Context: an optimization exercise on an open-source flow, tuned for small area, a short achievable clock period and few clock cycles. The choices shown serve that exercise and are no tape-out recipe.
The RTL was checked by simulation tests, not by an equivalence proof against the original design.
Power figures rest on the tool's default switching activity, not on a simulated workload.

**flow/flow/run.sh**
```bash
#!/bin/bash
# Layout flow: the standard layout (standard.sh, ORFS from synthesis to
# finish, unchanged synthesis), except that every input and output port gets
# a sky130_fd_sc_hd__buf_1 as its port buffer instead of the default cell that
# buffer_ports picks. The full output goes to standard.log in the work folder;
# ORFS keeps each step's own log under orfs/logs.
set -euo pipefail
bash standard.sh "BUFFER_PORTS_ARGS=-buffer_cell sky130_fd_sc_hd__buf_1" finish > standard.log 2>&1
```
**flow/standard.sh**
```bash
#!/bin/bash
# synth_recipe.tcl (not shown) runs the flow's synth.tcl, then flattens the netlist and writes it again
# the make line also repeats each setting of config.mk as NAME=value (left out here)
make -C /OpenROAD-flow-scripts/flow DESIGN_CONFIG=/design/flow/config.mk WORK_HOME=/design/flow/orfs CLKGATE_MAP_FILE= SYNTH_SCRIPT=/design/flow/synth_recipe.tcl "${@:-finish}"
```
**flow/config.mk**
```make
export PLATFORM = sky130hd
export DESIGN_NAME = square_multiply_modexp_trace
export DESIGN_NICKNAME = square_multiply_modexp_trace
export VERILOG_FILES = /design/flow/design.v
export SDC_FILE = /design/flow/constraint.sdc
export NUM_CORES = 4
export LEC_CHECK = 0
export CAP_MARGIN = 20
export CORE_MARGIN = 2
export CORE_UTILIZATION = 40
export CTS_BUF_LIST = sky130_fd_sc_hd__clkbuf_8
export CTS_CLUSTER_SIZE = 8
export PLACE_DENSITY = 0.75
export SETUP_SLACK_MARGIN = 5
export SLEW_MARGIN = 20
```
**flow/constraint.sdc**
```tcl
create_clock -name core_clock -period 11.0 [get_ports {i_clk}]
set_input_delay 2.2000 -clock core_clock [delete_from_list [all_inputs] [get_ports {i_clk}]]
set_output_delay 2.2000 -clock core_clock [all_outputs]
set_load 0.01 [all_outputs]
```
**flow/design.v**
```verilog
package smme_pkg;
    localparam int unsigned FIELD_W = 32;
    localparam int unsigned ROW_W   = 5;
    typedef struct packed {
        logic [FIELD_W-1:0] base;
        logic [FIELD_W-1:0] expo;
        logic [FIELD_W-1:0] modulus;
        logic [5:0]         top;
        logic               empty;
    } t_job;
endpackage
module smme_step #(
    parameter int ARCH = 2
) (
    input  logic [31:0] i_r,
    input  logic        i_b,
    input  logic [31:0] i_y,
    input  logic [31:0] i_m,
    output logic [31:0] o_r
);
    logic [33:0] w_s;
    logic [34:0] w_d1, w_d2;
    logic        w_c0, w_c1, w_c2;
    smme_add #(34, ARCH) u_s (
        .i_a({1'b0, i_r, i_b}), .i_b({2'b00, i_y}), .i_c(1'b0),
        .o_s(w_s), .o_co(w_c0));
    smme_add #(35, ARCH) u_d1 (
        .i_a({1'b0, w_s}), .i_b(~{3'b000, i_m}), .i_c(1'b1),
        .o_s(w_d1), .o_co(w_c1));
    smme_add #(35, ARCH) u_d2 (
        .i_a({1'b0, w_s}), .i_b(~{2'b00, i_m, 1'b0}), .i_c(1'b1),
        .o_s(w_d2), .o_co(w_c2));
    assign o_r = !w_d2[34] ? w_d2[31:0] : (!w_d1[34] ? w_d1[31:0] : w_s[31:0]);
endmodule
module smme_add #(
    parameter int W = 32,
    parameter int ARCH = 1
) (
    input  logic [W-1:0] i_a,
    input  logic [W-1:0] i_b,
    input  logic         i_c,
    output logic [W-1:0] o_s,
    output logic         o_co
);
    logic [W-1:0] p, g, G, P;
    always_comb begin
        p = i_a ^ i_b;
        g = i_a & i_b;
        g[0] = g[0] | (p[0] & i_c);
        G = g;
        P = p;
        if (ARCH == 0) begin
            for (int i = 1; i < W; i++) begin
                G[i] = G[i] | (P[i] & G[i-1]);
                P[i] = P[i] & P[i-1];
            end
        end else if (ARCH == 1) begin
            for (int l = 0; (1 << l) < W; l++)
                for (int i = (2 << l) - 1; i < W; i += (2 << l)) begin
                    G[i] = G[i] | (P[i] & G[i - (1 << l)]);
                    P[i] = P[i] & P[i - (1 << l)];
                end
            for (int l = 6; l >= 0; l--)
                for (int i = 3 * (1 << l) - 1; i < W; i += (2 << l)) begin
                    G[i] = G[i] | (P[i] & G[i - (1 << l)]);
                    P[i] = P[i] & P[i - (1 << l)];
                end
        end else if (ARCH == 2) begin
            for (int l = 0; (1 << l) < W; l++)
                for (int i = 0; i < W; i++)
                    if ((i >> l) & 1) begin
                        G[i] = G[i] | (P[i] & G[((i >> l) << l) - 1]);
                        P[i] = P[i] & P[((i >> l) << l) - 1];
                    end
        end else begin
            for (int l = 0; (1 << l) < W; l++)
                for (int i = W - 1; i >= (1 << l); i--) begin
                    G[i] = G[i] | (P[i] & G[i - (1 << l)]);
                    P[i] = P[i] & P[i - (1 << l)];
                end
        end
        o_s[0] = p[0] ^ i_c;
        for (int i = 1; i < W; i++) o_s[i] = p[i] ^ G[i-1];
        o_co = G[W-1];
    end
endmodule
module square_multiply_modexp_trace #(
    parameter int unsigned EXP_WIDTH = 32,
    parameter int unsigned MOD_WIDTH = 32
) (
    input  logic         i_clk,
    input  logic         i_rst_n,
    input  logic         s_axis_tvalid,
    output logic         s_axis_tready,
    input  logic [95:0]  s_axis_tdata,
    output logic         m_axis_tvalid,
    input  logic         m_axis_tready,
    output logic [71:0]  m_axis_tdata,
    output logic         m_axis_tuser,
    output logic         m_axis_tlast
);
    logic q_idle, q_red, q_sqr, q_mul;
    logic [31:0] r_m;      
    logic [32:0] r_e;      
    logic        r_ez;     
    logic [31:0] r_b;      
    logic [31:0] r_acc;    
    logic [31:0] r_sq;     
    logic [4:0]  r_cnt;    
    logic        r_first;  
    logic        r_bz0;    
    logic [4:0]  r_row;
    logic        r_valid, r_bit, r_last, r_user;
    logic        r_sr, r_ar, r_ya, r_ys, r_bi;
    logic        r_srcb;   
    logic [31:0] w_r, w_y, w_res;
    assign w_r = ({32{r_sr}} & r_sq) | ({32{r_ar}} & r_acc);
    assign w_y = ({32{r_ya}} & r_acc) | ({32{r_ys}} & r_sq);
    smme_step u_step (
        .i_r(w_r), .i_b(r_bi), .i_y(w_y), .i_m(r_m),
        .o_r(w_res)
    );
    logic [31:0] w_src;
    logic [4:0]  w_lead, w_next;
    logic        w_last, w_xn, w_mskip, w_jump;
    assign w_mskip = q_sqr && r_srcb;
    assign w_src = r_srcb ? r_b : r_acc;           
    always_comb begin
        w_lead = 5'd0;
        for (int k = 1; k < 32; k++)
            if (w_src[k]) w_lead = 5'(k);
    end
    assign w_last = r_first ? (w_src[31:1] == 31'd0 || (q_red && r_bz0))
                            : (r_cnt == 5'd0);
    assign w_jump = w_mskip && w_lead != 5'd0;
    assign w_next = (r_first || w_mskip ? w_lead : r_cnt) - 5'd1;
    assign w_xn   = w_src[w_next];
    logic w_op, w_hold, w_run, w_end, w_empty, w_tomul, w_emit, w_done, w_gosq, w_skip;
    logic w_ebit, w_elast;
    assign w_ebit  = r_e[32];                      
    assign w_elast = (r_e[31:0] == 32'h8000_0000);   
    assign w_op    = q_red | q_sqr | q_mul;
    assign w_hold  = r_valid && !m_axis_tready;    
    assign w_run   = w_op && !w_hold && !(q_red && w_last && !w_ebit && !r_ez);
    assign w_end   = w_run && w_last;
    assign w_empty = q_red && r_ez;                
    assign w_tomul = q_sqr && w_ebit;
    assign w_emit  = w_end && !w_tomul;            
    assign w_done  = w_emit && (w_empty || w_elast);   
    assign w_gosq  = w_emit && !w_done;
    assign w_skip  = q_red && !w_ebit && !r_ez;
    always_ff @(posedge i_clk) begin
        if (q_idle) begin
            r_m   <= s_axis_tdata[95:64];
            r_e   <= {s_axis_tdata[63:32], 1'b1};
            r_ez  <= (s_axis_tdata[63:32] == 32'd0);
            r_b   <= s_axis_tdata[31:0];
            r_bz0 <= (s_axis_tdata[31:0] == 32'd0) || (s_axis_tdata[63:32] == 32'd0);
            r_first <= 1'b1;
            r_srcb <= 1'b1;
            r_sr <= 1'b0;
            r_ar <= 1'b0;
            r_ya <= 1'b0;
            r_ys <= 1'b0;
            r_bi <= (s_axis_tdata[31:0] != 32'd0) && (s_axis_tdata[63:32] != 32'd0);
        end else begin
            if (w_skip || w_gosq) r_e <= {r_e[31:0], 1'b0};
            if (q_sqr && r_first && r_row == 5'd0) r_b <= r_acc;
            if (w_run) begin
                r_first <= w_end && !w_jump;
                r_cnt   <= w_next;
                if (w_end)
                    r_srcb <= w_tomul;
                else
                    r_srcb <= !q_sqr || (w_next == 5'd0 && w_ebit);
                if (w_jump) begin
                    r_sr <= 1'b0;
                    r_ar <= 1'b1;
                    r_ya <= 1'b0;
                    r_ys <= w_xn;
                    r_bi <= 1'b0;
                end else if (w_end) begin
                    r_sr <= 1'b0;
                    r_ar <= 1'b0;
                    r_ya <= w_gosq;
                    r_ys <= w_tomul;
                    r_bi <= 1'b0;
                end else begin
                    r_sr <= q_sqr;
                    r_ar <= !q_sqr;
                    r_ya <= w_xn && q_sqr;
                    r_ys <= w_xn && q_mul;
                    r_bi <= w_xn && q_red;
                end
            end
        end
        if (w_run) begin
            if (q_sqr) begin
                r_sq <= w_res;
                if (w_end) r_acc <= w_res;
            end else begin
                r_acc <= w_res;
            end
        end
        if (w_emit) begin
            r_bit  <= !w_empty && (q_red || q_mul);
            r_row  <= q_red ? 5'd0 : r_row + 5'd1;
            r_last <= w_done;
            r_user <= w_empty;
        end
        if (!i_rst_n) begin
            q_idle  <= 1'b1;
            q_red   <= 1'b0;
            q_sqr   <= 1'b0;
            q_mul   <= 1'b0;
            r_valid <= 1'b0;
        end else begin
            r_valid <= w_emit || w_hold;
            if (q_idle && s_axis_tvalid) begin
                q_idle <= 1'b0;
                q_red  <= 1'b1;
            end
            if (w_end) begin
                q_red  <= 1'b0;
                q_sqr  <= w_gosq;
                q_mul  <= w_tomul;
                q_idle <= w_done;
            end
        end
    end
    assign s_axis_tready = q_idle;
    assign m_axis_tvalid = r_valid;
    assign m_axis_tdata  = {2'b00, r_row, r_acc,
                            (r_row == 5'd0) ? {31'd0, !r_user} : r_sq, r_bit};
    assign m_axis_tuser  = r_user;
    assign m_axis_tlast  = r_last;
endmodule
```
==> qor.txt, run 1 <==
switching portion of total power = 0.3376
Worst-Margin Slew = 0.9639 ns
synth unique cells = 92
Area Growth Syn to Fin = 13.50%
worst min-delay path startpoint = r_e[0]$_SDFFE_PP1N_
Pre-Repair DR Iteration Count = 5
reg2reg setup slack = 5.20 ns
initial antenna violation count = 0
Gate power share = 0.290
WHS Path Cells = 2
ratio of final minimum period to clock period = 0.5276
Clock Skew = 0.02199 ns
area of the core = 34540 um2
HPWL Detailed = 29220 um
HP Class = flip-flop to flip-flop
CP max FO = 5
number of failing hold endpoints at the final stage = 0
FP Rows = 68
pwr/cell area = 127.8 nW/um2
Final nets = 1761
top-count cell post-synth = edfxtp_1
CTS Buf Count = 17
Cell Area, Synth = 14010 um2
NetSw = 0.6860 mW
Worst-Skew Late Latency = 0.49 ns
number of buffers added on ports = 173
Global Route Usage Sum = 0.2122
first-pass GRT wire length = 60470 um
final wirelength = 39340 um
CP required = 11.24 ns
vias per cell = 5.852
CP Data Arrival Time = 6.04 ns
synth cell count leaders = edfxtp_1 (176), nand2_1 (112), ha_1 (99)
Clock Root Buffer = clkbuf_8
leakage power = 6.246 nW
DR iter-0 viols = 1093
CP Capture Type = flip-flop
flops & latches, synth = 188
Post-synth EDFFs = 176
metal2 WL = 17900 um
Yosys Warn Count = 3
RePlAce Congestion = 0.9377
global route overflow = 0
Met3 Wirelength = 2851 um
hold_ws = 0.5170 ns
I/O pins = 176
vias in the first global route = 11260
final critical-path required period = 5.804 ns
critical path launch point type = flip-flop
share of cells above drive strength 1 = 0.1083
largest net degree at the start of global routing = 107
CTS tree = done
clock share of power = 0.238
run status = no timing/DRC/antenna violations
Placed Instances = 1965
max_slew headroom = 0.3574
CTS H-tree depth = 4
Vias = 11790
Initial Util = 0.4056
Die Span X = 191.2 um
drt drc = 0
Non-Filler Instances = 2015
Max Used Layer = met4
clk buf depth = 2
Max Cap Viol = 0
Synth top area share = 0.3772
maximum vdd drop = 0.09012 mV
Post-Syn Instances = 1391
top achievable clock speed = 0.1723 GHz
Die H = 191.2 um
Pwr Total = 2.032 mW
Hold Path End = r_e[0]$_SDFFE_PP1N_
Worst Reg-to-Reg Cells = 22
synthesized area per cell = 10.07 um2
Worst R2R End = r_sq[27]$_DFFE_PP_
ant diodes = 0
dpl cell area = 15060 um2
final instance area = 15900 um2
P_int = 1.346 mW
Primary FF master, synth = edfxtp_1
RSZ-0062 raised after global routing = no
Seq/Total Area, Yosys = 0.3944
post-synthesis async set-or-reset flop share = 0
Sequential Power Share = 0.472
Reg clk slew, reported paths = 0.10 ns
Clock Sinks = 188
antenna viol nets, final = 0
post-synth top area cell = edfxtp_1
Die Footprint = 36540 um2
M1 wire length = 17130 um
Reg-to-Reg Start = r_sq[0]$_DFFE_PP_
top cells by area, synth = edfxtp_1 (38%), ha_1 (8.8%), a22o_1 (4.1%)
setup TNS = 0 ns
fin. max-slew vios = 0
endpoints failing setup = 0
DR WL/cell = 19.53 um
kind of critical path = flip-flop to flip-flop
## per-layer routing
metal | track usage | vias to the layer above
met4 | 0.09408 | 0
li1 | - | 5558
met2 | 0.3335 | 534
met1 | 0.2923 | 5618
met3 | 0.02827 | 81
met5 | 0 | -
## through the flow
step                      utilization  worst slack [ns]
after global routing           0.4604             4.986
after global placement         0.4353             3.750
after CTS                      0.4541             5.028
after floorplan                     -             5.080
final                          0.4604             5.196
after detailed placement       0.4361             3.570
## cell families (layout without fill, tap and decap cells)
kind of cell    Yosys count  in the layout  share of synthesized area
simple gates            419            419                     0.1528
other cells               1              2                  0.0002676
compound gates          395            398                     0.1976
fa+ha+maj               114            114                     0.1098
buf+inv                 146            311                    0.04429
mux                      56             56                    0.05474
flops                   188            188                     0.3944
xor+xnor                 72             72                    0.04608
## sequential cells by signal, summed over array words and instances (netlist names), 5 cells and up
| signal | count |
|---|---|
| r_acc | 32 |
| r_b | 32 |
| r_cnt | 5 |
| r_e | 33 |
| r_m | 32 |
| r_row | 5 |
| r_sq | 32 |
## layout by cell type, fill, tap and decap left out, types with 36 or more instances in the layout
cell / n
ha_1: 99
nor2_1: 93
o21ai_0: 58
a21oi_1: 88
inv_1: 77
xnor2_1: 37
nand2_1: 112
nor2b_1: 51
buf_1: 173
a22o_1: 65
edfxtp_1: 176
nor3_1: 36
## area by class of cell
class | instances | area (um2)
multi-input cells | 1061 | 8160
well taps | 455 | 569.3
inverters | 79 | 296.5
clock buffers | 17 | 234.0
fillers | 3253 | 18640
clock inverters | 15 | 171.4
repair buffers | 200 | 932.1
flip-flops and latches | 188 | 5539
## worst max-delay path, stage by stage (launching register included)
cell,delay (ns)
edfxtp_1,0.43
a22o_1,0.26
ha_1,0.20
fa_2,0.39
a21oi_4,0.14
nor2_2,0.08
or3_1,0.38
a21o_1,0.20
a21oi_2,0.15
fa_1,0.44
inv_2,0.12
ha_1,0.26
a21o_1,0.19
a21o_1,0.21
a311oi_4,0.41
a211oi_4,0.14
o2111ai_2,0.31
a21oi_4,0.11
nor4_4,0.14
buf_4,0.20
o311a_4,0.20
mux2_2,0.33
mux2_2,0.26
## power by group through the flow
stage                     logic, mW  registers [mW]  clock network, mW
final                         0.589           0.960              0.484
after global routing          0.644           0.967              0.518
after CTS                     0.570           0.957              0.495
after detailed placement      0.545           0.974                  0
after global placement        0.525           0.972                  0
after floorplan               0.404           0.945                  0
## how the worst max path moves through the flow
stage,startpoint,endpoint,slack (ns),cells after the start
CTS,r_ar$_SDFFE_PP0P_,r_acc[27]$_DFFE_PP_,5.03,24
detailed placement,r_ya$_SDFFE_PP0P_,r_acc[27]$_DFFE_PP_,3.57,21
finish,r_sq[0]$_DFFE_PP_,r_sq[27]$_DFFE_PP_,5.20,22
global placement,r_ys$_SDFFE_PP0P_,r_acc[27]$_DFFE_PP_,3.75,21
floorplan,r_ys$_SDFFE_PP0P_,r_acc[27]$_DFFE_PP_,5.08,24
global route,r_sq[0]$_DFFE_PP_,r_sq[27]$_DFFE_PP_,4.99,22
## repair_timing
action                                  CTS  global route
resized for setup                        26            22
hold buffers                              0             0
endpoints found under the setup margin   64            64
pin swaps                                 4            11
gates cloned                              2             1
buffers inserted                          6             8
Testbench counts, summed over its fixed seeds: cycles 105,102.
==> inputs of run 2 (changes only) <==
--- a/flow/config.mk
+++ b/flow/config.mk
@@ -9,5 +9,6 @@
 export CORE_MARGIN = 2
-export CORE_UTILIZATION = 40
+export CORE_UTILIZATION = 50
 export CTS_BUF_LIST = sky130_fd_sc_hd__clkbuf_8
 export CTS_CLUSTER_SIZE = 8
+export GPL_ROUTABILITY_DRIVEN = 0
 export PLACE_DENSITY = 0.75
==> run 2 against run 1 <==
  * Clock skew shrank 0.0088 ns
  * Hold slack better by 0.0048 ns
  * Still clean on timing, DRC and antenna
  * Synthesized cell count unchanged
==> qor.txt, run 2 <==
run status = no timing/DRC/antenna violations
CP Capture Type = flip-flop
maximum vdd drop = 0.09284 mV (+3.0%)
vias in the first global route = 11240 (-0.17%)
CP Data Arrival Time = 6.14 ns (+0.10 ns)
top cells by area, synth = edfxtp_1 (38%), ha_1 (8.8%), a22o_1 (4.1%)
Worst-Skew Late Latency = 0.48 ns (about the same)
critical path launch point type = flip-flop
Synth Area in Simple Gates = 0.1528 (unchanged)
number of failing hold endpoints at the final stage = 0 (unchanged)
Top Usage Layer GRT = met2
clk buf depth = 2 (unchanged)
Sequential Power Share = 0.465 (-0.007)
Die H = 171.4 um (-10%)
global route overflow = 0 (unchanged)
Area Growth Syn to Fin = 13.65%
Seq/Total Area, Yosys = 0.3944 (unchanged)
Gate power share = 0.285 (-0.005)
P_int = 1.366 mW (+1.5%)
grt met1 use = 0.3578 (+0.06553)
met3 Use GR = 0.04073 (+0.01245)
met2 Use GR = 0.4129 (+0.07940)
Max Cap Viol = 0 (unchanged)
Post-synth EDFFs = 176 (unchanged)
fin. max-slew vios = 0 (unchanged)
drt drc = 0 (unchanged)
final critical-path required period = 5.907 ns (+0.1031 ns)
Final nets = 1763 (+0.11%)
synth unique cells = 92 (unchanged)
Worst Reg-to-Reg Cells = 25 (+14%)
max_slew headroom = 0.3726 (+0.01518)
I/O pins = 176 (unchanged)
Die Footprint = 29380 um2 (-20%)
largest net degree at the start of global routing = 94 (-12%)
Worst-Margin Slew = 0.9411 ns (-0.02277 ns)
CP required = 11.23 ns (about the same)
share of cells above drive strength 1 = 0.1172 (+0.008824)
Placed Instances = 1888 (-3.9%)
synth cell count leaders = edfxtp_1 (176), nand2_1 (112), ha_1 (99)
NetSw = 0.7083 mW (+3.2%)
post-synthesis async set-or-reset flop share = 0 (unchanged)
CTS tree = done
area of the core = 27710 um2 (-20%)
leakage power = 6.278 nW (+0.51%)
CTS H-tree depth = 4 (unchanged)
Die Span X = 171.4 um (-10%)
post-synth top area cell = edfxtp_1
number of buffers added on ports = 173 (unchanged)
pwr/cell area = 130.2 nW/um2 (+1.9%)
FP Rows = 61 (-10%)
synthesized area per cell = 10.07 um2 (unchanged)
max reg flops = 33 (unchanged)
Fill cells = 2357 (-28%)
HP Class = flip-flop to flip-flop
main combinational cell family by area after synthesis = compound AO/OA/AOI/OAI gates
Non-Filler Instances = 1942 (-3.6%)
clock share of power = 0.250 (+0.012)
first-pass GRT wire length = 59330 um (-1.9%)
antenna viol nets, final = 0 (unchanged)
Synth top area share = 0.3772 (unchanged)
Initial Util = 0.5057 (+0.1001)
Cell Area, Synth = 14010 um2 (unchanged)
Clock Sinks = 188 (unchanged)
Clock Root Buffer = clkbuf_8
Clock Skew = 0.01321 ns (-0.008784 ns)
switching portion of total power = 0.3415 (+0.003906)
Pre-Repair DR Iteration Count = 7 (+2)
endpoints failing setup = 0 (unchanged)
Yosys Warn Count = 3 (unchanged)
CP max FO = 31 (+26)
mux contribution to synthesized area = 0.05474 (unchanged)
XOR/XNOR Fraction of Synth Area = 0.04608 (unchanged)
Vias = 12070 (+2.4%)
flops & latches, synth = 188 (unchanged)
setup TNS = 0 ns (unchanged)
commonest cells after routing, fill and taps aside = edfxtp_1 (176), buf_1 (173), nand2_1 (112), ha_1 (97), nor2_1 (94)
DR iter-0 viols = 1493 (+37%)
DR WL/cell = 20.34 um (+4.2%)
largest reg by FF count = r_e
Post-Synth Adder-Cell Area = 0.1098 (unchanged)
ratio of final minimum period to clock period = 0.5370 (+0.009371)
Reg clk slew, reported paths = 0.11 ns (about the same)
Compound-Gate Fraction of Synth Area = 0.1976 (unchanged)
leading cell type in the layout, fill and taps excluded = edfxtp_1
Global Route Usage Sum = 0.2595 (+0.04729)
CTS Buf Count = 17 (unchanged)
top achievable clock speed = 0.1693 GHz (-1.7%)
initial antenna violation count = 2 (+2)
Post-Syn Instances = 1391 (unchanged)
kind of critical path = flip-flop to flip-flop
vias per cell = 6.216 (+6.2%)
final wirelength = 39500 um (+0.40%)
RSZ-0062 raised after global routing = yes
top-count cell post-synth = edfxtp_1
Primary FF master, synth = edfxtp_1
WHS Path Cells = 2 (unchanged)
HPWL Detailed = 28010 um (-4.1%)
-- run 2: changes by cell type in the layout (fill, tap and decap cells not counted), sizes merged --
cell / change
buf: +1
clkbuf: +3
clkinv: -2
clkinvlp: -1
diode: +2
inv: +1
-- run 2: metrics by stage --
| stage | worst slack [ns] | cell area (um2) | hold WS, ns | power [mW] | util |
|---|---|---|---|---|---|
| global route | 4.883 | 15920 | 0.5597 | 2.161 | 0.5748 |
| floorplan | 5.080 | 14010 | 0.4554 | 1.349 | - |
| finish | 5.093 | 15920 | 0.5218 | 2.074 | 0.5748 |
| global placement | 3.778 | 14950 | 0.4890 | 1.496 | 0.5395 |
| CTS | 5.031 | 15640 | 0.5258 | 2.046 | 0.5644 |
| detailed placement | 3.579 | 14950 | 0.5045 | 1.512 | 0.5395 |
-- run 2: layout make-up --
type / instances / area, um2 / area share
Multi-Input combinational cell: 1061 / 8243 / 0.5176
Sequential cell: 188 / 5535 / 0.3476
Timing Repair Buffer: 202 / 928.4 / 0.05830
Tap cell: 378 / 473.0 / 0.02970
Inverter: 79 / 296.5 / 0.01862
Clock buffer: 19 / 261.5 / 0.01642
Clock inverter: 13 / 181.4 / 0.01139
Antenna cell: 2 / 5.005 / 0.0003143
-- run 2: worst max-delay path: stages, from the launching register on --
cell,delay [ns]
dfxtp_4,0.44
a22o_1,0.24
ha_1,0.19
fa_1,0.40
a21oi_2,0.17
nor2_1,0.10
o31ai_2,0.37
a31o_2,0.25
a21oi_1,0.10
a21o_1,0.22
a21o_4,0.25
a21oi_4,0.20
xnor2_4,0.18
ha_4,0.26
and3_1,0.23
a221oi_2,0.32
nor2b_1,0.10
inv_1,0.08
o31ai_2,0.08
a21oi_2,0.23
a21oi_4,0.11
a2111oi_4,0.38
nor3_4,0.14
buf_16,0.21
a211oi_1,0.27
nor2_1,0.12
-- run 2: per-layer routing --
metal,vias up,part of all wire
met3,108,0.086
met1,5755,0.42
met2,659,0.46
met5,-,0
li1,5549,-
met4,0,0.031
-- run 2: repair_timing --
item	in CTS	in global routing
hold buffers	0	0
setup buffers	7	8
resized for setup	27	32
endpoints found under the setup margin	64	64
gates cloned	3	2
pin swaps	5	13
-- run 2: power groups by stage --
| stage | registers [mW] | clock network [mW] | logic, mW |
|---|---|---|---|
| 2_1_floorplan | 0.945 | 0 | 0.404 |
| 3_3_place_gp | 0.975 | 0 | 0.521 |
| 3_5_place_dp | 0.977 | 0 | 0.535 |
| 4_1_cts | 0.960 | 0.525 | 0.561 |
| 5_1_grt | 0.972 | 0.545 | 0.643 |
| 6_report | 0.965 | 0.518 | 0.592 |
-- run 2: cell families (layout without fill, tap and decap cells) --
kind of cell,count (synthesis),count (layout)
AND/OR/NAND/NOR,419,419
AO/OA/AOI/OAI,395,398
flip-flops,188,188
buffers and inverters,146,313
adder cells (fa/ha/maj),114,114
XOR/XNOR,72,72
multiplexers,56,56
other,1,4
-- run 2: final timing paths --
path | end | from | slack [ns]
worst min register to register | r_e[0]$_SDFFE_PP1N_ | r_e[0]$_SDFFE_PP1N_ | 0.52
worst max-delay path | r_sq[18]$_DFFE_PP_ | r_ys$_SDFFE_PP0P_ | 5.09
worst max register to register | r_sq[18]$_DFFE_PP_ | r_ys$_SDFFE_PP0P_ | 5.09
worst min-delay path | r_e[0]$_SDFFE_PP1N_ | r_e[0]$_SDFFE_PP1N_ | 0.52
==> inputs of run 3 (changes only) <==
--- a/flow/config.mk
+++ b/flow/config.mk
@@ -12,3 +12,2 @@
 export CTS_CLUSTER_SIZE = 8
-export GPL_ROUTABILITY_DRIVEN = 0
 export PLACE_DENSITY = 0.75
==> run 3 against run 2 <==
  * Wire length shrank 1.1%
  * Still clean on timing, DRC and antenna
  * Clock skew grew 0.0021 ns
  * Area after synthesis is the same
  * Clock power shrank 3%
  * First-iteration DRC count shrank 11%
  * Sequential power shrank 0.4%
  * Global-route usage grew 0.35 points
==> qor.txt, run 3 <==
clk buf depth = 2 (unchanged)
max reg flops = 33 (unchanged)
setup TNS = 0 ns (unchanged)
CTS tree = done
DR WL/cell = 20.21 um (-0.63%)
critical path launch point = r_ar$_SDFFE_PP0P_
pwr/cell area = 129.8 nW/um2 (-0.33%)
top-count cell post-synth = edfxtp_1
initial antenna violation count = 0 (-2)
post-synth top area cell = edfxtp_1
Worst R2R End = r_sq[27]$_DFFE_PP_
largest net degree at the start of global routing = 93 (-1.1%)
final critical-path required period = 5.815 ns (-0.09118 ns)
grt met1 use = 0.3760 (+0.01817)
antenna viol nets, final = 0 (unchanged)
HPWL Detailed = 28370 um (+1.3%)
endpoints failing setup = 0 (unchanged)
FP Rows = 61 (unchanged)
leakage power = 6.225 nW (-0.85%)
Post-synth EDFFs = 176 (unchanged)
area of the core = 27710 um2 (unchanged)
Yosys Warn Count = 3 (unchanged)
drt drc = 0 (unchanged)
Synth top area share = 0.3772 (unchanged)
RePlAce Congestion = 0.9386
fin. max-slew vios = 0 (unchanged)
flops & latches, synth = 188 (unchanged)
final core occ = 0.5682 (-0.006593)
Cell Area, Synth = 14010 um2 (unchanged)
share of cells above drive strength 1 = 0.1068 (-0.01034)
final wirelength = 39070 um (-1.1%)
Worst Reg-to-Reg Cells = 22 (-12%)
Clock Skew = 0.01532 ns (+0.002113 ns)
Die H = 171.4 um (unchanged)
met3 Use GR = 0.03912 (-0.001611)
commonest cells after routing, fill and taps aside = edfxtp_1 (176), buf_1 (173), nand2_1 (112), ha_1 (99), nor2_1 (94)
Reg clk slew, reported paths = 0.10 ns (about the same)
max_slew headroom = 0.3965 (+0.02388)
run status = no timing/DRC/antenna violations
RSZ-0062 raised after global routing = no
largest reg by FF count = r_e
dpl cell area = 14960 um2 (about the same)
post-synthesis async set-or-reset flop share = 0 (unchanged)
Seq/Total Area, Yosys = 0.3944 (unchanged)
ratio of final minimum period to clock period = 0.5287 (-0.008289)
number of failing hold endpoints at the final stage = 0 (unchanged)
Primary FF master, synth = edfxtp_1
DR iter-0 viols = 1324 (-11%)
Post-Syn Instances = 1391 (unchanged)
Global Route Usage Sum = 0.2630 (+0.003467)
HP Class = flip-flop to flip-flop
Worst-Margin Slew = 0.8877 ns (-0.05339 ns)
vias in the first global route = 11020 (-1.9%)
Final nets = 1755 (-0.45%)
met2 Use GR = 0.4143 (+0.001403)
hold buffer count at CTS = 0 (unchanged)
Pre-Repair DR Iteration Count = 6 (-1)
Clock Root Buffer = clkbuf_8
reg2reg setup slack = 5.18 ns (+0.09 ns)
kind of critical path = flip-flop to flip-flop
CTS Buf Count = 17 (unchanged)
Die Footprint = 29380 um2 (unchanged)
first-pass GRT wire length = 59770 um (+0.73%)
final instance area = 15740 um2 (-1.1%)
I/O pins = 176 (unchanged)
CP max FO = 33 (+6.5%)
synthesized area per cell = 10.07 um2 (unchanged)
hold_ws = 0.5151 ns (-0.006638 ns)
maximum vdd drop = 0.07309 mV (-21%)
top cells by area, synth = edfxtp_1 (38%), ha_1 (8.8%), a22o_1 (4.1%)
Area Growth Syn to Fin = 12.35%
CP Data Arrival Time = 6.05 ns (-0.09 ns)
crit path to = r_sq[27]$_DFFE_PP_
synth unique cells = 92 (unchanged)
Initial Util = 0.5057 (unchanged)
Top Usage Layer GRT = met2
Clock Sinks = 188 (unchanged)
top achievable clock speed = 0.1720 GHz (+1.6%)
Reg-to-Reg Start = r_ar$_SDFFE_PP0P_
Max Cap Viol = 0 (unchanged)
CP Capture Type = flip-flop
global route overflow = 0 (unchanged)
synth cell count leaders = edfxtp_1 (176), nand2_1 (112), ha_1 (99)
critical path launch point type = flip-flop
leading cell type in the layout, fill and taps excluded = edfxtp_1
number of buffers added on ports = 173 (unchanged)
Worst-Skew Late Latency = 0.49 ns (about the same)
CTS H-tree depth = 4 (unchanged)
Vias = 11850 (-1.9%)
Die Span X = 171.4 um (unchanged)
vias per cell = 6.128 (-1.4%)
CP required = 11.23 ns (about the same)
## run 3: changes by cell type in the layout (fill, tap and decap cells not counted), moves of 2 or more
cell / before / now
a211oi_1: 17 / 21
a211oi_2: 6 / 3
ha_1: 97 / 99
clkinv_2: 1 / 3
buf_4: 23 / 15
a21oi_4: 4 / 2
o31ai_2: 3 / 1
a21oi_2: 6 / 8
## run 3: layout make-up
| type | instances | area [um2] |
|---|---|---|
| clock inverter | 14 | 167.7 |
| inverter | 79 | 296.5 |
| fill | 2408 | 11960 |
| multi-input combinational | 1061 | 8158 |
| tap | 378 | 473.0 |
| clock buffer | 18 | 247.7 |
| sequential | 188 | 5535 |
| antenna | 1 | 2.502 |
| timing repair buffer | 194 | 860.8 |
## run 3: metrics by stage
step	worst slack, ns	std cells	power (mW)
after floorplan	5.080	1392	1.349
after global placement	3.749	1889	1.501
after detailed placement	3.564	1889	1.515
after CTS	5.014	1929	2.024
after global routing	4.951	1932	2.137
final	5.185	1933	2.044
## run 3: worst min path at each step
stage | startpoint | end | slack (ns) | depth (start not counted)
after global routing | r_e[0]$_SDFFE_PP1N_ | r_e[0]$_SDFFE_PP1N_ | 0.57 | 2
after global placement | r_e[0]$_SDFFE_PP1N_ | r_e[0]$_SDFFE_PP1N_ | 0.49 | 2
after CTS | r_e[0]$_SDFFE_PP1N_ | r_e[0]$_SDFFE_PP1N_ | 0.51 | 2
after floorplan | r_e[0]$_SDFFE_PP1N_ | r_e[0]$_SDFFE_PP1N_ | 0.46 | 2
after detailed placement | r_e[0]$_SDFFE_PP1N_ | r_e[0]$_SDFFE_PP1N_ | 0.49 | 2
final | r_e[0]$_SDFFE_PP1N_ | r_e[0]$_SDFFE_PP1N_ | 0.52 | 2
## run 3: kinds of logic after synthesis
group	count (synthesis)	synth area share
other cells	1	0.0002676
simple gates	419	0.1528
flops	188	0.3944
compound gates	395	0.1976
fa+ha+maj	114	0.1098
buf+inv	146	0.04429
xor+xnor	72	0.04608
mux	56	0.05474
## run 3: worst max-delay path: stages, from the launching register on
cell and delay, ns:
dfxtp_1 0.31, buf_4 0.24, a22o_1 0.26, fa_1 0.46, a21oi_2 0.19, nor2_1 0.12
or3_4 0.40, a21o_1 0.22, a21oi_2 0.15, fa_1 0.43, inv_2 0.11, ha_1 0.25
a21o_1 0.18, a21o_1 0.20, a311oi_4 0.30, a211oi_2 0.18, o2111ai_2 0.27, a21oi_4 0.11
nor4_4 0.25, buf_4 0.16, o311a_4 0.18, mux2_2 0.33, mux2_2 0.27
## run 3: metal layers
metal	share of wire	wire, um
met4	0.018	721
met3	0.077	3024
met2	0.47	18260
met5	0	0
met1	0.44	17070
## run 3: what timing repair did
| item | CTS | global route |
|---|---|---|
| gates resized for setup | 20 | 25 |
| endpoints found under the setup margin | 64 | 64 |
| cloned | 2 | 2 |
| setup buffers | 6 | 1 |
| pin swaps | 5 | 6 |
## run 3: power by group
group | internal (mW) | switching [mW]
Combinational | 0.240 | 0.342
Sequential | 0.877 | 0.0841
Clock | 0.232 | 0.268
==> inputs of run 4 (changes only) <==
--- a/flow/config.mk
+++ b/flow/config.mk
@@ -10,4 +10,2 @@
 export CORE_UTILIZATION = 50
-export CTS_BUF_LIST = sky130_fd_sc_hd__clkbuf_8
-export CTS_CLUSTER_SIZE = 8
 export PLACE_DENSITY = 0.75
==> run 4 against run 3 <==
  * Worst setup slack worse by 0.017 ns
  * Wire length rose by 0.58%
  * Die area did not move
  * Clock skew down 0.0060 ns
  * Register-to-register slack got worse by 0.02 ns
  * Fmax decreased by 0.28%
==> qor.txt, run 4 <==
run status = no timing/DRC/antenna violations
HP Class = flip-flop to flip-flop
Die Footprint = 29380 um2 (unchanged)
Seq/Total Area, Yosys = 0.3944 (unchanged)
final wirelength = 39300 um (+0.58%)
Post-synth EDFFs = 176 (unchanged)
CP max FO = 7 (-79%)
reg2reg setup slack = 5.17 ns (-0.02 ns)
CTS Buf Count = 17 (unchanged)
endpoints failing setup = 0 (unchanged)
Worst-Skew Late Latency = 0.44 ns (-0.05 ns)
Clock Root Buffer = clkbuf_16
antenna viol nets, final = 0 (unchanged)
synth cell count leaders = edfxtp_1 (176), nand2_1 (112), ha_1 (99)
number of buffers added on ports = 173 (unchanged)
synthesized area per cell = 10.07 um2 (unchanged)
top-count cell post-synth = edfxtp_1
largest reg by FF count = r_e
RSZ-0062 raised after global routing = no
fin. max-slew vios = 0 (unchanged)
Hold Path End = r_e[0]$_SDFFE_PP1N_
flops & latches, synth = 188 (unchanged)
CP required = 11.19 ns (-0.04 ns)
max_slew headroom = 0.3886 (-0.007899)
CP Capture Type = flip-flop
top cells by area, synth = edfxtp_1 (38%), ha_1 (8.8%), a22o_1 (4.1%)
Yosys Warn Count = 3 (unchanged)
Die Span X = 171.4 um (unchanged)
P_int = 1.485 mW (+10%)
DR iter-0 viols = 1287 (-2.8%)
leakage power = 6.311 nW (+1.4%)
clock share of power = 0.296 (+0.051)
synth unique cells = 92 (unchanged)
first-pass GRT wire length = 59710 um (-0.10%)
Max Cap Viol = 0 (unchanged)
Die H = 171.4 um (unchanged)
drt drc = 0 (unchanged)
maximum vdd drop = 0.1026 mV (+40%)
Post-Syn Instances = 1391 (unchanged)
Gate power share = 0.266 (-0.019)
post-synthesis async set-or-reset flop share = 0 (unchanged)
Reg clk slew, reported paths = 0.07 ns (-0.03 ns)
Primary FF master, synth = edfxtp_1
kind of critical path = flip-flop to flip-flop
Global Route Usage Sum = 0.2621 (-0.0008972)
Worst-Margin Slew = 0.9171 ns (+0.02941 ns)
CP Data Arrival Time = 6.02 ns (-0.03 ns)
Final nets = 1756 (+0.057%)
Pre-Repair DR Iteration Count = 5 (-1)
HPWL Detailed = 28370 um (unchanged)
Reg-to-Reg Start = r_acc[5]$_DFFE_PP_
Synth top area share = 0.3772 (unchanged)
CTS tree = done
Vias = 11920 (+0.58%)
Area Growth Syn to Fin = 13.98%
DR WL/cell = 20.32 um (+0.52%)
pwr/cell area = 137.7 nW/um2 (+6.0%)
WHS Path Cells = 2 (unchanged)
vias per cell = 6.161 (+0.53%)
ratio of final minimum period to clock period = 0.5302 (+0.001510)
area of the core = 27710 um2 (unchanged)
Sequential Power Share = 0.438 (-0.032)
RePlAce Congestion = 0.9386 (unchanged)
commonest cells after routing, fill and taps aside = edfxtp_1 (176), buf_1 (173), nand2_1 (112), ha_1 (97), nor2_1 (94)
CTS H-tree depth = 4 (unchanged)
setup TNS = 0 ns (unchanged)
vias in the first global route = 11040 (+0.11%)
final core occ = 0.5764 (+0.008219)
clk buf depth = 2 (unchanged)
worst min-delay path startpoint = r_e[0]$_SDFFE_PP1N_
largest net degree at the start of global routing = 93 (unchanged)
hold_ws = 0.5140 ns (-0.001183 ns)
leading cell type in the layout, fill and taps excluded = edfxtp_1
Worst R2R End = r_sq[27]$_DFFE_PP_
top achievable clock speed = 0.1715 GHz (-0.28%)
switching portion of total power = 0.3246 (-0.01556)
Clock Skew = 0.009362 ns (-0.005957 ns)
initial antenna violation count = 0 (unchanged)
I/O pins = 176 (unchanged)
Initial Util = 0.5057 (unchanged)
Worst Reg-to-Reg Cells = 19 (-14%)
FP Rows = 61 (unchanged)
number of failing hold endpoints at the final stage = 0 (unchanged)
post-synth top area cell = edfxtp_1
max reg flops = 33 (unchanged)
global route overflow = 0 (unchanged)
final critical-path required period = 5.832 ns (+0.01661 ns)
Clock Sinks = 188 (unchanged)
Cell Area, Synth = 14010 um2 (unchanged)
critical path launch point type = flip-flop
share of cells above drive strength 1 = 0.1080 (+0.001217)
NetSw = 0.7135 mW (+2.6%)
[run 4: cell counts after synthesis]
No cell type changed its count.
[run 4: worst max path at each step]
stage                                   from                   to  slack [ns]  cells after the start
final                     r_acc[5]$_DFFE_PP_   r_sq[27]$_DFFE_PP_        5.17                     19
after global placement     r_ys$_SDFFE_PP0P_  r_acc[27]$_DFFE_PP_        3.75                     21
after global routing       r_sq[0]$_DFFE_PP_  r_acc[19]$_DFFE_PP_        4.93                     25
after detailed placement   r_ys$_SDFFE_PP0P_  r_acc[27]$_DFFE_PP_        3.56                     21
after floorplan            r_ys$_SDFFE_PP0P_  r_acc[27]$_DFFE_PP_        5.08                     24
after CTS                  r_ys$_SDFFE_PP0P_   r_sq[27]$_DFFE_PP_        4.98                     24
[run 4: logic make-up (layout without fill, tap and decap cells)]
group           after synthesis  after routing  share of synthesized area
compound gates              395            398                     0.1976
xor+xnor                     72             72                    0.04608
mux                          56             56                    0.05474
simple gates                419            419                     0.1528
flops                       188            188                     0.3944
fa+ha+maj                   114            114                     0.1098
buf+inv                     146            306                    0.04429
other cells                   1              3                  0.0002676
[run 4: stage by stage]
stage | total power [mW] | std cells | instance area (um2) | worst slack (ns)
floorplan | 1.349 | 1392 | 14010 | 5.080
global placement | 1.501 | 1889 | 14960 | 3.749
detailed placement | 1.515 | 1889 | 14960 | 3.564
CTS | 2.177 | 1928 | 15750 | 4.981
global route | 2.289 | 1933 | 15970 | 4.932
finish | 2.198 | 1934 | 15970 | 5.168
[run 4: power groups by stage]
stage / Sequential [mW] / Combinational [mW] / Clock (mW)
floorplan: 0.945 / 0.404 / 0
global placement: 0.971 / 0.529 / 0
detailed placement: 0.974 / 0.541 / 0
CTS: 0.958 / 0.564 / 0.655
global route: 0.969 / 0.640 / 0.680
finish: 0.962 / 0.585 / 0.651
[run 4: worst max-delay path, cell delays in order, from the launching register on]
cell       delay (ns)
edfxtp_1         0.58
a22o_1           0.26
ha_1             0.22
or3_1            0.43
o31ai_4          0.32
a31o_2           0.24
nand2_1          0.09
fa_1             0.38
xor2_1           0.40
ha_1             0.36
nor2b_1          0.14
o21ai_0          0.34
o2bb2ai_1        0.19
o2111ai_2        0.30
a21oi_4          0.12
nor4_4           0.25
buf_4            0.15
o311a_4          0.18
mux2_2           0.33
mux2_2           0.28
[run 4: layer usage]
metal | track usage | up-vias | wire, um
li1 | - | 5538 | -
met1 | 0.3745 | 5727 | 17270
met2 | 0.4155 | 589 | 18260
met3 | 0.03705 | 61 | 2947
met4 | 0.07701 | 0 | 816
met5 | 0 | - | 0
[run 4: final cells by class]
| type | instances | area (um2) |
|---|---|---|
| clock buffers | 19 | 442.9 |
| multi-input cells | 1061 | 8184 |
| repair buffers | 195 | 872.1 |
| inverters | 79 | 296.5 |
| diodes | 1 | 2.502 |
| well taps | 378 | 473.0 |
| fillers | 2376 | 11740 |
| clock inverters | 13 | 163.9 |
| flip-flops and latches | 188 | 5534 |
[run 4: what timing repair did]
item	4_1_cts	5_1_grt
resized for setup	21	26
pin swaps	5	7
cloned	2	2
setup endpoints to repair	64	64
setup buffers	5	3
hold buffers	0	0
==> inputs of run 5 (changes only) <==
--- a/flow/config.mk
+++ b/flow/config.mk
@@ -10,2 +10,4 @@
 export CORE_UTILIZATION = 50
+export CTS_BUF_LIST = sky130_fd_sc_hd__clkbuf_8
+export CTS_CLUSTER_SIZE = 6
 export PLACE_DENSITY = 0.75
==> run 5 against run 4 <==
  * Power is 7.0% lower
  * Worst setup slack better by 0.017 ns
  * Clock skew is 0.0060 ns higher
  * Synthesized cell count stayed put
  * Clock power is 23% lower
  * Critical path depth is 3 higher
  * Sequential power hardly changed
  * Global-route usage is 0.090 points higher
  * Combinational power hardly changed
  * Via count is 0.58% lower
  * Hold slack better by 0.0012 ns
  * Die area stayed put
  * Still clean on timing, DRC and antenna
==> qor.txt, run 5 <==
Synth top area share = 0.3772 (unchanged)
pwr/cell area = 129.8 nW/um2 (-5.7%)
drt drc = 0 (unchanged)
synth unique cells = 92 (unchanged)
endpoints failing setup = 0 (unchanged)
global route overflow = 0 (unchanged)
final critical-path required period = 5.815 ns (-0.01661 ns)
Max Cap Viol = 0 (unchanged)
CTS Buf Count = 17 (unchanged)
initial antenna violation count = 0 (unchanged)
CP required = 11.23 ns (+0.04 ns)
RePlAce Congestion = 0.9386 (unchanged)
largest reg by FF count = r_e
Worst-Skew Late Latency = 0.49 ns (+0.05 ns)
Post-Syn Instances = 1391 (unchanged)
Die Span X = 171.4 um (unchanged)
Worst-Margin Slew = 0.8877 ns (-0.02941 ns)
top achievable clock speed = 0.1720 GHz (+0.29%)
kind of critical path = flip-flop to flip-flop
DP Worst Slack = 3.564 ns (unchanged)
run status = no timing/DRC/antenna violations
Clock Root Buffer = clkbuf_8
CP cell instances = buf_4 > a22o_1 > fa_1 > a21oi_2 > nor2_1 > or3_4 > a21o_1 > a21oi_2 > fa_1 > inv_2 > ha_1 > a21o_1 > a21o_1 > a311oi_4 > a211oi_2 > o2111ai_2 > a21oi_4 > nor4_4 > buf_4 > o311a_4 > mux2_2 > mux2_2
dpl cell area = 14960 um2 (unchanged)
HP Class = flip-flop to flip-flop
Clock Skew = 0.01532 ns (+0.005957 ns)
CTS H-tree depth = 4 (unchanged)
final wirelength = 39070 um (-0.57%)
commonest cells after routing, fill and taps aside = edfxtp_1 (176), buf_1 (173), nand2_1 (112), ha_1 (99), nor2_1 (94)
critical path launch point type = flip-flop
Die H = 171.4 um (unchanged)
antenna viol nets, final = 0 (unchanged)
Top cell by count, worst path = a21o_1
Primary FF master, synth = edfxtp_1
max reg flops = 33 (unchanged)
RSZ-0062 raised after global routing = no
DR iter-0 viols = 1324 (+2.9%)
max_slew headroom = 0.3965 (+0.007899)
maximum vdd drop = 0.07309 mV (-29%)
ratio of final minimum period to clock period = 0.5287 (-0.001510)
DR WL/cell = 20.21 um (-0.52%)
fin worst setup slack = 5.185 ns (+0.01661 ns)
top cells by area, synth = edfxtp_1 (38%), ha_1 (8.8%), a22o_1 (4.1%)
area of the core = 27710 um2 (unchanged)
Cell Area, Synth = 14010 um2 (unchanged)
Pre-Repair DR Iteration Count = 6 (+1)
vias per cell = 6.128 (-0.53%)
FP Rows = 61 (unchanged)
HPWL Detailed = 28370 um (unchanged)
Die Footprint = 29380 um2 (unchanged)
Seq/Total Area, Yosys = 0.3944 (unchanged)
share of cells above drive strength 1 = 0.1068 (-0.001217)
Worst path slowest cell = fa_1
Area Growth Syn to Fin = 12.35%
Initial Util = 0.5057 (unchanged)
top-count cell post-synth = edfxtp_1
Reg clk slew, reported paths = 0.10 ns (+0.03 ns)
CP peak stage delay = 0.46 ns (-0.12 ns)
Vias = 11850 (-0.58%)
CTS tree = done
CP Data Arrival Time = 6.05 ns (+0.03 ns)
leading cell type in the layout, fill and taps excluded = edfxtp_1
setup TNS = 0 ns (unchanged)
Post-synth EDFFs = 176 (unchanged)
leakage power = 6.225 nW (-1.4%)
largest net degree at the start of global routing = 93 (unchanged)
synthesized area per cell = 10.07 um2 (unchanged)
Yosys Warn Count = 3 (unchanged)
Final nets = 1755 (-0.057%)
synth cell count leaders = edfxtp_1 (176), nand2_1 (112), ha_1 (99)
Clock Sinks = 188 (unchanged)
CP Capture Type = flip-flop
number of buffers added on ports = 173 (unchanged)
first-pass GRT wire length = 59770 um (+0.10%)
post-synth top area cell = edfxtp_1
fin. max-slew vios = 0 (unchanged)
post-synthesis async set-or-reset flop share = 0 (unchanged)
clk buf depth = 2 (unchanged)
final instance area = 15740 um2 (-1.4%)
vias in the first global route = 11020 (-0.11%)
CP max FO = 33 (+26)
Global Route Usage Sum = 0.2630 (+0.0008972)
I/O pins = 176 (unchanged)
number of failing hold endpoints at the final stage = 0 (unchanged)
flops & latches, synth = 188 (unchanged)
[run 5: worst max-delay path, delay by kind of cell (launching register included)]
kind                     cells  cell delay [ns]
multiplexers                 2             0.60
buffers and inverters        3             0.51
AND/OR/NAND/NOR              3             0.77
adder cells (fa/ha/maj)      3             1.14
AO/OA/AOI/OAI               11             2.24
flip-flops                   1             0.31
[run 5: logic make-up after synthesis]
family	Yosys count	synth area share
AOI/OAI and AO/OA	395	0.1976
buffers and inverters	146	0.04429
DFF	188	0.3944
adders and majority gates	114	0.1098
xor gates and xnor gates	72	0.04608
and+or+nand+nor	419	0.1528
muxes	56	0.05474
other	1	0.0002676
[run 5: per-stage QoR]
step | hold WS [ns] | power, mW | utilization | std cells
floorplan | 0.4554 | 1.349 | - | 1392
global placement | 0.4926 | 1.501 | 0.5398 | 1889
detailed placement | 0.4927 | 1.515 | 0.5398 | 1889
CTS | 0.5105 | 2.024 | 0.5618 | 1929
global route | 0.5708 | 2.137 | 0.5681 | 1932
finish | 0.5151 | 2.044 | 0.5682 | 1933
[run 5: path summary, 6_finish.rpt]
| path | startpoint | to | slack (ns) | cells past startpoint |
|---|---|---|---|---|
| min reg2reg | r_e[0]$_SDFFE_PP1N_ | r_e[0]$_SDFFE_PP1N_ | 0.52 | 2 |
| max | r_ar$_SDFFE_PP0P_ | r_sq[27]$_DFFE_PP_ | 5.18 | 22 |
| min | r_e[0]$_SDFFE_PP1N_ | r_e[0]$_SDFFE_PP1N_ | 0.52 | 2 |
| max reg2reg | r_ar$_SDFFE_PP0P_ | r_sq[27]$_DFFE_PP_ | 5.18 | 22 |
[run 5: what timing repair did]
action                                  4_1_cts  5_1_grt
hold buffers                                  0        0
buffers inserted                              6        1
cloned                                        2        2
hold endpoints to repair                      0        0
resized for setup                            20       25
pin swaps                                     5        6
endpoints found under the setup margin       64       64
[run 5: per-layer routing]
layer | vias up | routed length [um] | share of wire | global-route usage
li1 | 5543 | - | - | -
met4 | 0 | 721 | 0.018 | 0.07922
met3 | 52 | 3024 | 0.077 | 0.03912
met2 | 587 | 18260 | 0.47 | 0.4143
met1 | 5664 | 17070 | 0.44 | 0.3760
met5 | - | 0 | 0 | 0
[run 5: where the power goes]
part           switching (mW)  total [mW]  internal, mW
Sequential             0.0841       0.961         0.877
Clock                   0.268       0.500         0.232
Combinational           0.342       0.582         0.240
Total                   0.695        2.04          1.35
[run 5: final cells by class]
cell class	instances	area, um2
clock buffers	18	247.7
well taps	378	473.0
diodes	1	2.502
multi-input cells	1061	8158
flip-flops and latches	188	5535
clock inverters	14	167.7
repair buffers	194	860.8
fillers	2408	11960
inverters	79	296.5
==> inputs of run 6 (changes only) <==
--- a/flow/config.mk
+++ b/flow/config.mk
@@ -9,6 +9,6 @@
 export CORE_MARGIN = 2
-export CORE_UTILIZATION = 50
+export CORE_UTILIZATION = 45
 export CTS_BUF_LIST = sky130_fd_sc_hd__clkbuf_8
-export CTS_CLUSTER_SIZE = 6
-export PLACE_DENSITY = 0.75
+export CTS_CLUSTER_SIZE = 8
+export PLACE_DENSITY = 0.7
 export SETUP_SLACK_MARGIN = 5
==> run 6 against run 5 <==
  * Critical endpoint is now r_acc[0]$_DFFE_PP_
  * Clock skew is 0.011 ns higher
  * Final area increased by 0.25%
  * Combinational power is 0.7% higher
  * Largest power group unchanged
  * Register-to-register slack better by 0.06 ns
  * Power down 1.1%
==> qor.txt, run 6 <==
Reg clk slew, reported paths = 0.11 ns (about the same)
top-count cell post-synth = edfxtp_1
vias per cell = 6.015 (-1.9%)
Reg-to-Reg Start = r_sq[0]$_DFFE_PP_
Fill cells = 2821 (+17%)
Pre-Repair DR Iteration Count = 6 (unchanged)
CP Data Arrival Time = 5.99 ns (-0.06 ns)
Gate power share = 0.290 (+0.005)
Sequential Power Share = 0.477 (+0.007)
DR WL/cell = 20.06 um (-0.77%)
post-synthesis async set-or-reset flop share = 0 (unchanged)
top achievable clock speed = 0.1737 GHz (+1.0%)
area of the core = 30590 um2 (+10%)
drt drc = 0 (unchanged)
I/O pins = 176 (unchanged)
flops & latches, synth = 188 (unchanged)
NetSw = 0.7125 mW (+2.5%)
final wirelength = 39210 um (+0.36%)
number of failing hold endpoints at the final stage = 0 (unchanged)
endpoints failing setup = 0 (unchanged)
Buf/Inv on CP = 2 (-1)
Area Growth Syn to Fin = 12.63%
Primary FF master, synth = edfxtp_1
synthesized area per cell = 10.07 um2 (unchanged)
Post-synth EDFFs = 176 (unchanged)
run status = no timing/DRC/antenna violations
Clock Root Buffer = clkbuf_8
worst min-delay path startpoint = r_e[0]$_SDFFE_PP1N_
maximum vdd drop = 0.07997 mV (+9.4%)
HP Class = flip-flop to flip-flop
reg2reg setup slack = 5.24 ns (+0.06 ns)
Cell Area, Synth = 14010 um2 (unchanged)
DR iter-0 viols = 1295 (-2.2%)
initial antenna violation count = 2 (+2)
Hold Path End = r_e[0]$_SDFFE_PP1N_
kind of critical path = flip-flop to flip-flop
dpl cell area = 14960 um2 (about the same)
Final nets = 1758 (+0.17%)
share of cells above drive strength 1 = 0.1092 (+0.002363)
Worst path slowest cell = edfxtp_1
ratio of final minimum period to clock period = 0.5233 (-0.005373)
leading cell type in the layout, fill and taps excluded = edfxtp_1
post-synth top area cell = edfxtp_1
fin. max-slew vios = 0 (unchanged)
Placed Instances = 1905 (+0.85%)
leakage power = 6.224 nW (about the same)
setup TNS = 0 ns (unchanged)
Worst-Margin Slew = 0.9271 ns (+0.03941 ns)
hold_ws = 0.5132 ns (-0.001964 ns)
DP Worst Slack = 3.563 ns (-0.0005900 ns)
cell depth of the worst setup path = 25 (+14%)
CTS Buf Count = 17 (unchanged)
max reg flops = 33 (unchanged)
largest net degree at the start of global routing = 94 (+1.1%)
Synth top area share = 0.3772 (unchanged)
Die Span X = 180.5 um (+5.3%)
synth cell count leaders = edfxtp_1 (176), nand2_1 (112), ha_1 (99)
final core occ = 0.5159 (-0.05230)
critical path launch point type = flip-flop
largest reg by FF count = r_e
top cells by area, synth = edfxtp_1 (38%), ha_1 (8.8%), a22o_1 (4.1%)
pwr/cell area = 128.1 nW/um2 (-1.3%)
FP Rows = 64 (+4.9%)
first-pass GRT wire length = 61070 um (+2.2%)
Worst Reg-to-Reg Cells = 25 (+14%)
Worst-Skew Late Latency = 0.50 ns (about the same)
clock share of power = 0.233 (-0.012)
fin worst setup slack = 5.244 ns (+0.05910 ns)
Pwr Total = 2.021 mW (-1.1%)
Max Cap Viol = 0 (unchanged)
Non-Filler Instances = 1955 (+1.1%)
Clock Sinks = 188 (unchanged)
Die Footprint = 32560 um2 (+11%)
RePlAce Congestion = 0.9395 (about the same)
P_int = 1.309 mW (-2.9%)
Worst R2R End = r_acc[0]$_DFFE_PP_
clk buf depth = 2 (unchanged)
Yosys Warn Count = 3 (unchanged)
global route overflow = 0 (unchanged)
final critical-path required period = 5.756 ns (-0.05910 ns)
Clock Skew = 0.02681 ns (+0.01149 ns)
cell family with most CP delay = compound AO/OA/AOI/OAI gates
Initial Util = 0.4580 (-0.04768)
CTS tree = done
final instance area = 15780 um2 (+0.25%)
Seq/Total Area, Yosys = 0.3944 (unchanged)
commonest cells after routing, fill and taps aside = edfxtp_1 (176), buf_1 (173), nand2_1 (112), ha_1 (98), nor2_1 (94)
switching portion of total power = 0.3525 (+0.01235)
HPWL Detailed = 28570 um (+0.70%)
CP required = 11.24 ns (about the same)
antenna viol nets, final = 0 (unchanged)
vias in the first global route = 11200 (+1.6%)
Die H = 180.5 um (+5.3%)
CTS H-tree depth = 4 (unchanged)
number of buffers added on ports = 173 (unchanged)
RSZ-0062 raised after global routing = yes
max_slew headroom = 0.3819 (-0.01457)
Post-Syn Instances = 1391 (unchanged)
CP max FO = 63 (+91%)
Global Route Usage Sum = 0.2364 (-0.02655)
Vias = 11760 (-0.73%)
synth unique cells = 92 (unchanged)
WHS Path Cells = 2 (unchanged)
CP peak stage delay = 0.43 ns (-0.03 ns)
CP Capture Type = flip-flop
[run 6: area by class of cell]
cell class,count,area [um2],share of cell area
Antenna cell,2,5.005,0.0003172
Clock inverter,15,156.4,0.009911
Inverter,79,296.5,0.01879
Timing Repair Buffer,196,858.3,0.05439
Tap cell,396,495.5,0.03140
Clock buffer,17,234.0,0.01483
Sequential cell,188,5542,0.3512
Multi-Input combinational cell,1062,8193,0.5192
[run 6: how the worst max path moves through the flow]
| stage | end | start | slack, ns |
|---|---|---|---|
| floorplan | r_acc[27]$_DFFE_PP_ | r_ys$_SDFFE_PP0P_ | 5.08 |
| global placement | r_acc[27]$_DFFE_PP_ | r_ys$_SDFFE_PP0P_ | 3.74 |
| detailed placement | r_acc[27]$_DFFE_PP_ | r_sr$_SDFFE_PP0P_ | 3.56 |
| CTS | r_sq[28]$_DFFE_PP_ | r_ys$_SDFFE_PP0P_ | 5.01 |
| global route | r_acc[7]$_DFFE_PP_ | r_sq[0]$_DFFE_PP_ | 4.94 |
| finish | r_acc[0]$_DFFE_PP_ | r_sq[0]$_DFFE_PP_ | 5.24 |
[run 6: cells by family after synthesis]
group / synth area share
AO/OA/AOI/OAI: 0.1976
XOR/XNOR: 0.04608
adder cells (fa/ha/maj): 0.1098
buffers and inverters: 0.04429
flip-flops: 0.3944
multiplexers: 0.05474
other: 0.0002676
AND/OR/NAND/NOR: 0.1528
[run 6: power groups by stage]
stage	clock (mW)	combinational, mW	sequential [mW]
global placement	0	0.528	0.975
detailed placement	0	0.538	0.977
finish	0.472	0.586	0.963
global route	0.507	0.642	0.970
floorplan	0	0.404	0.945
CTS	0.482	0.565	0.960
[run 6: tightest hold or removal path, stage by stage, from the launching register on]
cell,delay [ns]
dfxtp_1,0.35
inv_1,0.05
o21ai_0,0.07
[run 6: repair_timing]
item                                    in CTS  in global routing
endpoints found under the setup margin      64                 64
hold buffers                                 0                  0
resized for setup                           27                 23
pin swaps                                    4                  7
setup buffers                                2                 10
cloned                                       4                  0
[run 6: metal layers]
layer	wire length (um)	global-route usage
met3	2557	0.03375
met5	0	0
met2	17980	0.3710
met4	1156	0.08968
met1	17520	0.3322
==> inputs of run 7 (changes only) <==
--- a/flow/config.mk
+++ b/flow/config.mk
@@ -11,2 +11,3 @@
 export CTS_BUF_LIST = sky130_fd_sc_hd__clkbuf_8
+export CTS_CLUSTER_DIAMETER = 40
 export CTS_CLUSTER_SIZE = 8
==> run 7 against run 6 <==
  * Still clean
  * Wire length unchanged
  * Sequential share of layout area stayed put
  * Non-clock buffer count stayed put
  * Sequential cell count unchanged
  * Area after synthesis stayed put
  * Clock skew is the same
  * Global-route usage unchanged
  * Critical path depth is the same
  * Register-to-register slack hardly changed
  * Combinational power barely moved
  * Sequential power about the same
  * Critical endpoint unchanged
  * Largest cell class unchanged
  * Highest routed layer unchanged
==> qor.txt, run 7 <==
run status = no timing/DRC/antenna violations
final core occ = 0.5159 (unchanged)
Clock Root Buffer = clkbuf_8
Primary FF master, synth = edfxtp_1
Cell Area, Synth = 14010 um2 (unchanged)
Max Cap Viol = 0 (unchanged)
area of the core = 30590 um2 (unchanged)
Pre-Repair DR Iteration Count = 6 (unchanged)
DR iter-0 viols = 1295 (unchanged)
Die Span X = 180.5 um (unchanged)
CP Capture Type = flip-flop
endpoints failing setup = 0 (unchanged)
largest net degree at the start of global routing = 94 (unchanged)
initial antenna violation count = 2 (unchanged)
CP peak stage delay = 0.43 ns (about the same)
top achievable clock speed = 0.1737 GHz (unchanged)
CP required = 11.24 ns (about the same)
CP max FO = 63 (unchanged)
first-pass GRT wire length = 61070 um (unchanged)
share of cells above drive strength 1 = 0.1092 (unchanged)
DR WL/cell = 20.06 um (unchanged)
Initial Util = 0.4580 (unchanged)
Yosys Warn Count = 3 (unchanged)
Seq/Total Area, Yosys = 0.3944 (unchanged)
synth unique cells = 92 (unchanged)
vias per cell = 6.015 (unchanged)
Clock Sinks = 188 (unchanged)
fin. max-slew vios = 0 (unchanged)
Reg clk slew, reported paths = 0.11 ns (about the same)
max_slew headroom = 0.3819 (unchanged)
Worst path slowest cell = edfxtp_1
Worst-Skew Late Latency = 0.50 ns (about the same)
number of failing hold endpoints at the final stage = 0 (unchanged)
final wirelength = 39210 um (unchanged)
number of buffers added on ports = 173 (unchanged)
FP Rows = 64 (unchanged)
final critical-path required period = 5.756 ns (unchanged)
drt drc = 0 (unchanged)
maximum vdd drop = 0.07997 mV (unchanged)
RSZ-0062 raised after global routing = yes
flops & latches, synth = 188 (unchanged)
HP Class = flip-flop to flip-flop
setup TNS = 0 ns (unchanged)
CTS Buf Count = 17 (unchanged)
clk buf depth = 2 (unchanged)
synthesized area per cell = 10.07 um2 (unchanged)
Fill cells = 2821 (unchanged)
final instance area = 15780 um2 (unchanged)
max reg flops = 33 (unchanged)
largest reg by FF count = r_e
CP Data Arrival Time = 5.99 ns (about the same)
CTS tree = done
top cells by area, synth = edfxtp_1 (38%), ha_1 (8.8%), a22o_1 (4.1%)
RePlAce Congestion = 0.9395 (unchanged)
ratio of final minimum period to clock period = 0.5233 (unchanged)
vias in the first global route = 11200 (unchanged)
Clock Skew = 0.02681 ns (unchanged)
Global Route Usage Sum = 0.2364 (unchanged)
CTS H-tree depth = 4 (unchanged)
dpl cell area = 14960 um2 (unchanged)
Die H = 180.5 um (unchanged)
Post-Syn Instances = 1391 (unchanged)
pwr/cell area = 128.1 nW/um2 (unchanged)
leakage power = 6.224 nW (unchanged)
hold buffer count at CTS = 0 (unchanged)
post-synthesis async set-or-reset flop share = 0 (unchanged)
kind of critical path = flip-flop to flip-flop
I/O pins = 176 (unchanged)
antenna viol nets, final = 0 (unchanged)
Area Growth Syn to Fin = 12.63% (unchanged)
top-count cell post-synth = edfxtp_1
Vias = 11760 (unchanged)
Post-synth EDFFs = 176 (unchanged)
Non-Filler Instances = 1955 (unchanged)
Worst-Margin Slew = 0.9271 ns (unchanged)
global route overflow = 0 (unchanged)
critical path launch point type = flip-flop
Placed Instances = 1905 (unchanged)
post-synth top area cell = edfxtp_1
synth cell count leaders = edfxtp_1 (176), nand2_1 (112), ha_1 (99)
Final nets = 1758 (unchanged)
HPWL Detailed = 28570 um (unchanged)
leading cell type in the layout, fill and taps excluded = edfxtp_1
hold_ws = 0.5132 ns (unchanged)
commonest cells after routing, fill and taps aside = edfxtp_1 (176), buf_1 (173), nand2_1 (112), ha_1 (98), nor2_1 (94)
Die Footprint = 32560 um2 (unchanged)
Synth top area share = 0.3772 (unchanged)
run 7: layout make-up:
| cell class | instances | area [um2] | area share |
|---|---|---|---|
| repair buffers | 196 | 858.3 | 0.05439 |
| inverters | 79 | 296.5 | 0.01879 |
| well taps | 396 | 495.5 | 0.03140 |
| clock inverters | 15 | 156.4 | 0.009911 |
| clock buffers | 17 | 234.0 | 0.01483 |
| multi-input cells | 1062 | 8193 | 0.5192 |
| flip-flops and latches | 188 | 5542 | 0.3512 |
| diodes | 2 | 5.005 | 0.0003172 |
run 7: logic make-up after synthesis:
kind of cell / Yosys count / synth area share
buf+inv: 146 / 0.04429
other cells: 1 / 0.0002676
compound gates: 395 / 0.1976
xor+xnor: 72 / 0.04608
mux: 56 / 0.05474
fa+ha+maj: 114 / 0.1098
flops: 188 / 0.3944
simple gates: 419 / 0.1528
run 7: stage by stage:
stage | total power [mW] | setup slack, ns
global route | 2.119 | 4.939
floorplan | 1.349 | 5.080
finish | 2.021 | 5.244
global placement | 1.503 | 3.735
detailed placement | 1.514 | 3.563
CTS | 2.007 | 5.007
run 7: layer usage:
layer / vias to the layer above / routed length [um] / GRT usage
met3: 62 / 2557 / 0.03375
met1: 5684 / 17520 / 0.3322
met2: 458 / 17980 / 0.3710
li1: 5555 / - / -
met4: 0 / 1156 / 0.08968
met5: - / 0 / 0
run 7: path summary, 6_finish.rpt:
path,from,to,slack (ns),cells after the start
max,r_sq[0]$_DFFE_PP_,r_acc[0]$_DFFE_PP_,5.24,25
min,r_e[0]$_SDFFE_PP1N_,r_e[0]$_SDFFE_PP1N_,0.51,2
max reg2reg,r_sq[0]$_DFFE_PP_,r_acc[0]$_DFFE_PP_,5.24,25
min reg2reg,r_e[0]$_SDFFE_PP1N_,r_e[0]$_SDFFE_PP1N_,0.51,2
run 7: power by group:
part / internal, mW / switching [mW]
clock: 0.188 / 0.284
combinational: 0.244 / 0.342
sequential: 0.877 / 0.0866
total: 1.31 / 0.712
run 7: timing repair:
action / CTS / global route
buffers inserted: 2 / 10
pin swaps: 4 / 7
cloned: 4 / 0
gates resized for setup: 27 / 23
endpoints found under the setup margin: 64 / 64
run 7: worst max-delay path: cells and delay by family, from the launching register on:
kind | cells | cell delay [ns]
AOI/OAI and AO/OA | 15 | 3.14
adders and majority gates | 3 | 0.87
and+or+nand+nor | 4 | 0.53
DFF | 1 | 0.43
buffers and inverters | 2 | 0.29
xor gates and xnor gates | 1 | 0.20

[separate check: timing with driven ports]
How much do the figures lean on ideal ports? The routed layouts below were timed once more, with nothing changed but the port constraints.
Step 1 assumes that a clkbuf_16 drives the clock port and a buf_2 every other input.
Step 2 times the ports against the registers' clock, not the clock port: input delays grow and output delays shrink by t, the midpoint of the rising clock arrivals with the driver on.
a / b / c = ideal ports / drivers / drivers and shift; a / b = the first two.
run | shift t [ns] | setup WS [ns] | worst setup path after step 2
run 1 | 0.523 | 5.196 / 5.196 / 5.196 | register to register
run 2 | 0.520 | 5.093 / 5.093 / 5.093 | register to register
run 3 | 0.530 | 5.185 / 5.185 / 5.185 | register to register
run 4 | 0.490 | 5.168 / 5.168 / 5.168 | register to register
run 5 | 0.530 | 5.185 / 5.185 / 5.185 | register to register
run 6 | 0.534 | 5.244 / 5.244 / 5.244 | register to register
run 7 | 0.534 | 5.244 / 5.244 / 5.244 | register to register
After both steps setup and hold are still met in every run listed.
